Background: an optimization exercise with open tools, aiming at small area, a short achievable clock period and few clock cycles. Do not read the settings as production practice.
Only simulation tests tie the RTL to the original design; equivalence was not proved.
Power figures rest on the tool's default switching activity, not on a simulated workload.

[flow/config.mk]
export PLATFORM = sky130hd
export DESIGN_NAME = memory_functional_unit
export DESIGN_NICKNAME = memory_functional_unit
export VERILOG_FILES = /design/flow/design.v
export SDC_FILE = /design/flow/constraint.sdc
export NUM_CORES = 4
export LEC_CHECK = 0
export CAP_MARGIN = 20
export CORE_MARGIN = 2
export CORE_UTILIZATION = 40
export SETUP_SLACK_MARGIN = 0.2
export SLEW_MARGIN = 20
[flow/constraint.sdc]
create_clock -name core_clock -period 7.0 [get_ports {clk}]
set_input_delay 1.4000 -clock core_clock [delete_from_list [all_inputs] [get_ports {clk}]]
set_output_delay 1.4000 -clock core_clock [all_outputs]
set_load 0.01 [all_outputs]
[flow/design.v]
package mfu_pkg;
   localparam int DATA_W   = 32;
   localparam int RSV_ID_W = 4;
   localparam int INSTR_W  = 5;
   localparam logic [INSTR_W-1:0] I_LOAD   = 5'h08;
   localparam logic [INSTR_W-1:0] I_LOADB  = 5'h09;    
   localparam logic [INSTR_W-1:0] I_LOADR  = 5'h0a;
   localparam logic [INSTR_W-1:0] I_INPUT  = 5'h0b;    
   localparam logic [INSTR_W-1:0] I_STORE  = 5'h0c;
   localparam logic [INSTR_W-1:0] I_STOREB = 5'h0d;
   localparam logic [INSTR_W-1:0] I_STORER = 5'h0e;
   localparam logic [INSTR_W-1:0] I_OUTPUT = 5'h0f;
   localparam int SB_DEPTH   = 4;
   localparam int SB_PTR_W   = 2;
   localparam int OS_DEPTH   = 4;
   localparam int OS_PTR_W   = 2;
   localparam int AQ_DEPTH_W = 2;
   localparam int CDB_W    = RSV_ID_W + DATA_W;                    
   localparam int OPND_W   = RSV_ID_W + DATA_W + 1;                
   localparam int ISSUE_W  = RSV_ID_W + INSTR_W + 3 * OPND_W;      
   localparam int AENT_W   = RSV_ID_W + INSTR_W + DATA_W;          
   localparam int COMMIT_W = RSV_ID_W + 1;                         
   localparam int MREQ_W   = RSV_ID_W + INSTR_W + 2 * DATA_W;      
   function automatic logic is_store(input logic [INSTR_W-1:0] op);
      is_store = (op == I_STORE) || (op == I_STOREB) || (op == I_STORER) || (op == I_OUTPUT);
   endfunction
   function automatic logic is_load(input logic [INSTR_W-1:0] op);
      is_load = (op == I_LOAD) || (op == I_LOADB) || (op == I_LOADR) || (op == I_INPUT);
   endfunction
   function automatic logic is_minus(input logic [INSTR_W-1:0] op);
      is_minus = (op == I_LOADB) || (op == I_STOREB);
   endfunction
   function automatic logic [OPND_W-1:0] capture(input logic [OPND_W-1:0] op,
                                                 input logic [CDB_W-1:0] cdb,
                                                 input logic cdb_valid);
      capture = op;
      if (cdb_valid && !op[0] && op[OPND_W-1 -: RSV_ID_W] == cdb[CDB_W-1 -: RSV_ID_W]) begin
         capture = {op[OPND_W-1 -: RSV_ID_W], cdb[DATA_W-1:0], 1'b1};
      end
   endfunction
endpackage
module memory_functional_unit #(
   parameter int NS  = 2,     
   parameter int NQ  = 1,     
   parameter int BYP = 0      
) (
   input  logic         clk,
   input  logic         nrst,
   input  logic [119:0] i_issue,
   input  logic         i_issue_valid,
   output logic         o_issue_ready,
   input  logic [35:0]  i_cdb,
   input  logic         i_cdb_valid,
   input  logic [4:0]   i_commit,
   input  logic         i_commit_valid,
   output logic [35:0]  o_cdb,
   output logic         o_cdb_valid,
   input  logic         i_cdb_ready,
   output logic [72:0]  o_mem,
   output logic         o_mem_valid,
   input  logic         i_mem_ready
);
   localparam int SW = (NS > 4) ? 3 : (NS > 2) ? 2 : 1;               
   localparam int PW = (NS > 4) ? 4 : (NS > 2) ? 3 : (NS > 1) ? 2 : 1;  
   localparam int QW = (NQ > 4) ? 3 : (NQ > 2) ? 2 : 1;
   logic [3:0]  is_rob;
   logic        is_st;        
   logic [1:0]  is_lo;        
   logic [36:0] is_base, is_off, is_data;
   assign is_rob  = i_issue[119:116];
   assign is_st   = i_issue[113];
   assign is_lo   = i_issue[112:111];
   assign is_base = i_issue[110:74];
   assign is_off  = i_issue[73:37];
   assign is_data = i_issue[36:0];
   logic [3:0]  cdb_tag;
   logic [31:0] cdb_val;
   assign cdb_tag = i_cdb[35:32];
   assign cdb_val = i_cdb[31:0];
   logic [3:0]  sb_rob   [NS];
   logic [1:0]  sb_lo    [NS];
   logic [31:0] sb_addr  [NS];
   logic [31:0] sb_data  [NS];
   logic [3:0]  sb_dtag  [NS];
   logic        sb_dfill [NS];
   logic        sb_pend  [NS];    
   logic        sb_aok   [NS];    
   logic        sb_live  [NS];    
   logic        sb_canc  [NS];
   logic [PW-1:0] sb_head, sb_tail, sb_cptr;
   logic [SW-1:0] hd, tl, cp;
   assign hd = (NS > 1) ? sb_head[SW-1:0] : '0;
   assign tl = (NS > 1) ? sb_tail[SW-1:0] : '0;
   assign cp = (NS > 1) ? sb_cptr[SW-1:0] : '0;
   logic [3:0]    q_rob  [NQ];
   logic          q_st   [NQ];
   logic [1:0]    q_lo   [NQ];
   logic [36:0]   q_base [NQ];
   logic [36:0]   q_off  [NQ];
   logic [SW-1:0] q_sbi  [NQ];
   logic [QW-1:0] q_head, q_tail;
   logic [QW:0]   q_cnt;
   logic          ml_valid;       
   logic [3:0]    ml_rob;
   logic [1:0]    ml_lo;
   logic [31:0]   ml_addr;
   logic          fr_valid;       
   logic [3:0]    fr_rob;
   logic [SW-1:0] fr_idx;
   logic          st_held;
   logic sb_can_alloc, q_full, q_empty;
   logic accept, alloc;
   assign sb_can_alloc = !sb_pend[tl] && !(fr_valid && fr_idx == tl);
   assign q_full  = (q_cnt == NQ);
   assign q_empty = (q_cnt == 0);
   logic q_pop;
   assign o_issue_ready = (!q_full || q_pop) && sb_can_alloc;
   assign accept = i_issue_valid && o_issue_ready;
   assign alloc  = accept && is_st;
   logic          ag_src_q;       
   logic          ag_ready;
   logic [3:0]    ag_rob;
   logic          ag_st;
   logic [1:0]    ag_lo;
   logic [31:0]   ag_base, ag_off, ag_addr;
   logic [SW-1:0] ag_sbi;
   logic [NS-1:0] ag_hit;
   logic          ag_any;
   logic [SW-1:0] ag_hidx;
   logic          ml_free, fr_free;
   logic          ag_go;
   logic          byp_go;
   assign ag_src_q = !q_empty;
   always_comb begin
      if (ag_src_q) begin
         ag_rob   = q_rob[q_head];
         ag_st    = q_st[q_head];
         ag_lo    = q_lo[q_head];
         ag_base  = q_base[q_head][32:1];
         ag_off   = q_off[q_head][32:1];
         ag_sbi   = q_sbi[q_head];
         ag_ready = q_base[q_head][0] && q_off[q_head][0];
      end else begin
         ag_rob   = is_rob;
         ag_st    = is_st;
         ag_lo    = is_lo;
         ag_base  = is_base[32:1];
         ag_off   = is_off[32:1];
         ag_sbi   = tl;
         ag_ready = (BYP != 0) && accept && is_base[0] && is_off[0];
      end
   end
   assign ag_addr = (ag_lo == 2'b01) ? ag_base - ag_off : ag_base + ag_off;
   always_comb begin
      ag_any  = 1'b0;
      ag_hidx = '0;
      for (int e = 0; e < NS; e++) begin
         ag_hit[e] = sb_live[e] && sb_addr[e] == ag_addr && !(i_issue_valid && is_st && !sb_pend[e] && tl == e[SW-1:0]);
         if (ag_hit[e]) begin
            ag_any  = 1'b1;
            ag_hidx = e[SW-1:0];
         end
      end
   end
   logic mem_take_ld, mem_take_st, sel_st;
   logic st_cand, st_drop;
   logic cdb_take;
   assign cdb_take = fr_valid && sb_dfill[fr_idx] && i_cdb_ready;
   assign ml_free  = !ml_valid || mem_take_ld;
   assign fr_free  = !fr_valid || cdb_take;
   assign ag_go    = ag_ready && (ag_st || (ag_any ? fr_free : ml_free));
   assign byp_go   = ag_go && !ag_src_q;
   assign q_pop    = ag_go && ag_src_q;
   assign st_cand = sb_pend[hd] && (sb_cptr != sb_head) && sb_aok[hd] && !sb_canc[hd] && sb_dfill[hd];
   assign st_drop = sb_pend[hd] && (sb_cptr != sb_head) && sb_aok[hd] && sb_canc[hd];
   assign sel_st  = st_cand && (st_held || !ml_valid);
   assign o_mem_valid = ml_valid || st_cand;
   assign mem_take_st = sel_st && i_mem_ready;
   assign mem_take_ld = ml_valid && !sel_st && i_mem_ready;
   assign o_mem = sel_st ? {sb_rob[hd], 3'b011, sb_lo[hd], sb_addr[hd], sb_data[hd]}
                         : {ml_rob, 3'b010, ml_lo, ml_addr, sb_data[hd]};
   assign o_cdb_valid = fr_valid && sb_dfill[fr_idx];
   assign o_cdb       = {fr_rob, sb_data[fr_idx]};
   logic commit_st;
   assign commit_st = i_commit_valid && (sb_cptr != sb_tail) && sb_rob[cp] == i_commit[4:1];
   always_ff @(posedge clk) begin
      if (nrst) begin
         for (int e = 0; e < NS; e++) begin
            sb_pend[e] <= 1'b0;
            sb_live[e] <= 1'b0;
         end
         sb_head  <= '0;
         sb_tail  <= '0;
         sb_cptr  <= '0;
         q_head   <= '0;
         q_tail   <= '0;
         q_cnt    <= '0;
         ml_valid <= 1'b0;
         fr_valid <= 1'b0;
         st_held  <= 1'b0;
      end else begin
         for (int e = 0; e < NS; e++) begin
            if (i_cdb_valid && !sb_dfill[e] && sb_dtag[e] == cdb_tag) begin
               sb_data[e]  <= cdb_val;
               sb_dfill[e] <= 1'b1;
            end
         end
         for (int j = 0; j < NQ; j++) begin
            if (i_cdb_valid && !q_base[j][0] && q_base[j][36:33] == cdb_tag) begin
               q_base[j][32:0] <= {cdb_val, 1'b1};
            end
            if (i_cdb_valid && !q_off[j][0] && q_off[j][36:33] == cdb_tag) begin
               q_off[j][32:0] <= {cdb_val, 1'b1};
            end
         end
         if (alloc) begin
            sb_rob[tl]   <= is_rob;
            sb_lo[tl]    <= is_lo;
            sb_dtag[tl]  <= is_data[36:33];
            sb_data[tl]  <= is_data[32:1];
            sb_dfill[tl] <= is_data[0];
            if (i_cdb_valid && !is_data[0] && is_data[36:33] == cdb_tag) begin
               sb_data[tl]  <= cdb_val;
               sb_dfill[tl] <= 1'b1;
            end
            sb_pend[tl] <= 1'b1;
            sb_aok[tl]  <= 1'b0;
            sb_canc[tl] <= 1'b0;
            sb_live[tl] <= 1'b0;
            sb_tail <= PW'(sb_tail + 1'b1);
         end
         if (ag_go) begin
            if (ag_st) begin
               for (int e = 0; e < NS; e++) begin
                  if (ag_hit[e]) begin
                     sb_live[e] <= 1'b0;
                  end
               end
               sb_addr[ag_sbi] <= ag_addr;
               sb_aok[ag_sbi]  <= 1'b1;
               sb_live[ag_sbi] <= 1'b1;
            end else if (ag_any) begin
               fr_rob <= ag_rob;
               fr_idx <= ag_hidx;
            end else begin
               ml_rob  <= ag_rob;
               ml_lo   <= ag_lo;
               ml_addr <= ag_addr;
            end
         end
         if (ag_go && !ag_st && ag_any) begin
            fr_valid <= 1'b1;
         end else if (cdb_take) begin
            fr_valid <= 1'b0;
         end
         if (ag_go && !ag_st && !ag_any) begin
            ml_valid <= 1'b1;
         end else if (mem_take_ld) begin
            ml_valid <= 1'b0;
         end
         if (accept && !byp_go) begin
            q_rob[q_tail] <= is_rob;
            q_st[q_tail]  <= is_st;
            q_lo[q_tail]  <= is_lo;
            q_sbi[q_tail] <= tl;
            q_base[q_tail] <= is_base;
            q_off[q_tail]  <= is_off;
            if (i_cdb_valid && !is_base[0] && is_base[36:33] == cdb_tag) begin
               q_base[q_tail][32:0] <= {cdb_val, 1'b1};
            end
            if (i_cdb_valid && !is_off[0] && is_off[36:33] == cdb_tag) begin
               q_off[q_tail][32:0] <= {cdb_val, 1'b1};
            end
            q_tail <= (NQ > 1) ? q_tail + 1'b1 : '0;
         end
         if (ag_go && ag_src_q) begin
            q_head <= (NQ > 1) ? q_head + 1'b1 : '0;
         end
         q_cnt <= q_cnt + (accept && !byp_go) - (ag_go && ag_src_q);
         if (commit_st) begin
            sb_canc[cp] <= i_commit[0];
            sb_cptr     <= PW'(sb_cptr + 1'b1);
         end
         if (mem_take_st || st_drop) begin
            sb_pend[hd] <= 1'b0;
            sb_head     <= PW'(sb_head + 1'b1);
         end
         if (st_drop) begin
            sb_live[hd] <= 1'b0;
         end
         st_held <= sel_st && !i_mem_ready;
      end
   end
endmodule
[flow/run.sh]
#!/bin/bash
# synth_recipe.tcl (not shown) runs the flow's synth.tcl, then flattens the netlist and writes it again
# the make line also repeats each setting of config.mk as NAME=value (left out here)
make -C /OpenROAD-flow-scripts/flow DESIGN_CONFIG=/design/flow/config.mk WORK_HOME=/design/flow/orfs CLKGATE_MAP_FILE= SYNTH_SCRIPT=/design/flow/synth_recipe.tcl finish
==> results by group <==
STA
  • Worst slew margin: 29.4%
  • Fin. Hold Viols: 0
  • RSZ-0062 raised after global routing: true
  • Hold slack: 0.461 ns
  • Peak Freq: 0.121 GHz
  • Worst Tran Pin Value: 1.06 ns
  • Final setup fails: 280
  • Setup Skew: 0.0237 ns
  • Crit path time final: 8.26 ns
  • Final Worst Setup Slack: -1.26 ns
  • Final Max Slew Viols: 0
  • Post-route clock period utilization: 118%

Setup path
  • Crit-path slowest cell: or4_4
  • CP endpoint kind: primary output
  • Reg2Reg Setup Slack: -0.44 ns
  • CP top delay family: simple AND/OR/NAND/NOR gates
  • Crit Path Category: input pin to primary output
  • Max incr delay on CP: 0.43 ns
  • Worst reg2reg startpoint: q_cnt[1]
  • Crit path launch: i_issue[42]
  • Worst-case reg-to-reg path depth: 31
  • Worst path arrival time: 6.86 ns
  • Req. time, crit path: 5.60 ns
  • CP bufs+invs: 4
  • CP Max Fanout: 3
  • Worst Setup Start Kind: input pin
  • RR Endpoint: sb_data[0][2]

Final layout
  • Area Overhead vs Synth: 41.0%
  • Final design utilization: 57.4%
  • Fraction of layout cells with a size suffix above 1: 29.6%
  • Commonest non-fill, non-tap cell in the layout: buf_4
  • Commonest cells after routing, fill and taps aside: 313 x buf_4, 273 x edfxtp_1, 267 x clkdlybuf4s50_1
  • Final nets: 2407

Worst hold path
  • Hold EP: sb_aok[1]
  • Hold WC Path Type: flop to flop
  • Hold Path Origin: sb_aok[1]
  • Number of cells on the worst hold path: 1

Synth
  • Post-synthesis sequential area ratio: 46.9%
  • Synth Cell Area: 18500 um^2
  • Synthesized area per cell: 11.3 um^2
  • Number of library cell types mapped by synthesis: 90
  • Yosys reg bits: 298
  • Syn Nets: 1837
  • Async SR Flop Fraction: 0%
  • Syn. warnings: 1
  • Post-synth EDFFs: 273
  • Top_reg_cell synth: edfxtp_1
  • Synth Instances: 1635

Route
  • Initial DRT Pass Iterations: 5
  • Post-route DRC: 0
  • Wire length per cell: 21.5 um
  • Met3 wire len: 2.71 mm
  • DRT iter0 DRCs: 922
  • DR vias/cell: 5.31
  • Antenna Violating Nets Remaining: 0
  • Highest routed layer: met4
  • Routed met1 length: 26.6 mm
  • WL final: 60.9 mm
  • DR WL met2: 30.6 mm
  • Via count of the routed design: 15000

GRT
  • Vias in the first global route: 15700
  • Largest net degree at the start of global routing: 79
  • GR Overflow Total: 0
  • Initial antenna violation count: 2
  • Gr usage total: 25.4%
  • First-pass GRT wire length: 92.4 mm

Clock network
  • CTS root buf: clkbuf_16
  • CTS tree: yes
  • Clock slew at the register clock pins of the worst setup and hold paths: 0.06 ns
  • Clock latency (worst-skew pair): 0.56 ns
  • Post-CTS Hold Fix Bufs: 0
  • CTS Sinks: 298
  • Total CTS buffers: 36
  • Clock Path Buffers: 3
  • H-Tree Depth: 2

Floorplan
  • Io pins: 280
  • CORE AREA: 45600 um^2
  • Die area: 48100 um^2
  • Initial Util: 40.7%
  • # rows: 78
  • DIE WIDTH: 219 um
  • Vert. Die Dim: 219 um

Status
  • Status: finished with violations
  • SO Viols: setup timing

Pwr
  • Leak pwr: 10.5 nW
  • Sw power: 4.97 mW
  • Switching share of power: 40.6%
  • Peak VDD IR: 0.000222 V
  • Sequential Power Share: 21.8%
  • Comb power frac: 64.0%
  • PD cells: 468 nW/um^2
  • Int Power: 7.28 mW
  • Clock network power share: 14.2%

Flow run
  • Max-cap viol count: 0

Place
  • IO Port Bufs: 275
  • Dpl hpwl: 45.9 mm
  • GP Congestion: 0.912
==> metal layers <==
layer  vias up  GRT usage (%)
met4         0           5.74
met3        67           3.37
li1       7201              -
met5         -              0
met2       365           45.3
met1      7410           32.8
==> power by group through the flow <==
stage                     registers [mW]  clock network (mW)  logic (mW)
after CTS                           2.67                1.77        7.77
after global routing                2.69                1.85        8.48
after detailed placement            2.70                   0        7.55
final                               2.67                1.74        7.84
after floorplan                     2.66                   0        3.94
after global placement              2.69                   0        7.52
==> timing repair <==
item                                    4_1_cts  5_1_grt
gates resized for setup                      75       17
gates cloned                                  9        2
endpoints found under the setup margin      350      355
pin swaps                                    27       16
buffers inserted                             10        3
endpoints found under the hold margin         0        0
==> logic make-up after synthesis <==
kind of cell / after synthesis / synth area share (%)
buf+inv: 122 / 3.07
other cells: 2 / 0.0405
flops: 298 / 46.9
mux: 271 / 17.2
xor+xnor: 172 / 9.00
fa+ha+maj: 34 / 2.34
compound gates: 262 / 9.44
simple gates: 474 / 12.0
==> worst max path at each step <==
| stage | end | depth (start not counted) | slack, ns |
|---|---|---|---|
| after floorplan | o_issue_ready | 26 | -0.42 |
| after global routing | o_issue_ready | 29 | -1.50 |
| after CTS | o_issue_ready | 27 | -1.22 |
| after global placement | o_issue_ready | 30 | -1.94 |
| final | o_issue_ready | 29 | -1.26 |
| after detailed placement | o_issue_ready | 30 | -2.16 |
==> Yosys cell counts (all sizes together), types with 9 or more instances <==
cell type  count  area [um^2]
xor2          66          578
nor2b         15         93.8
nor3          36          180
nand3         19         95.1
ha            33          413
inv           29          109
nand2        220          826
a31oi         12         75.1
or3           14         87.6
nor2          73          277
xnor3          9          203
o21ai         81          417
clkbuf        44          165
mux2i         75          751
or2            9         58.8
mux2         196         2440
dfxtp         25          500
xnor2         95          840
o21a          12         90.1
edfxtp       273         8200
a21oi         67          358
nand4         25          156
and3           9         56.3
nor4          22          144
buf           49          294
==> stage by stage <==
| step | area (um^2) | setup TNS [ns] | power (mW) | cells | setup slack (ns) |
|---|---|---|---|---|---|
| after floorplan | 18700 | -29.78 | 6.60 | 1635 | -0.419 |
| after global placement | 24400 | -382.90 | 10.2 | 2743 | -1.94 |
| after detailed placement | 24400 | -452.44 | 10.3 | 2743 | -2.16 |
| after CTS | 26000 | -61.32 | 12.2 | 2825 | -1.22 |
| after global routing | 26100 | -166.28 | 13.0 | 2832 | -1.50 |
| final | 26100 | -93.88 | 12.2 | 2832 | -1.26 |
==> cell type report <==
cell class / count / area, um^2
Fill cell: 3957 / 19400
Multi-Input combinational cell: 1215 / 9630
Sequential cell: 298 / 8700
Timing Repair Buffer: 625 / 5850
Clock buffer: 44 / 961
Tap cell: 600 / 751
Clock inverter: 19 / 128
Inverter: 29 / 111
Antenna cell: 2 / 5.00
==> registers in the layout, summed over array words and instances (netlist names), 4 cells and up, named ones only <==
| signal | count |
|---|---|
| q_off | 37 |
| ml_addr | 32 |
| q_base | 37 |
| q_rob | 4 |
| sb_addr | 64 |
| sb_rob | 8 |
| sb_dtag | 8 |
| sb_lo | 4 |
| sb_data | 64 |
| ml_rob | 4 |
| fr_rob | 4 |
Testbench counts, summed over its fixed seeds: cycles 10,003.

static timing again, ports no longer ideal:
In the flow no input, the clock included, has a driving cell. The finished layout below was timed again as built, in two steps. Step 1 sets driving cells, clkbuf_16 on the clock port and buf_2 on the other inputs (assumed; they add their load-dependent delay and slew). Step 2, shift: input delay + t, output delay - t, t = (earliest + latest rising clock arrival at the registers) / 2. This alone moves slack from input paths to output paths. Slacks: no drivers / after step 1 / after step 2; pairs: no drivers / after step 1.
t, ns: 0.602
slack for setup (ns): -1.261 / -1.303 / -1.317
slew at the worst register clock pin (ns): 0.06 / 0.06
cell pins on the clock port's net: 1
For this run, drivers alone change the setup slack by -0.042 ns; drivers and shift together by -0.056 ns.
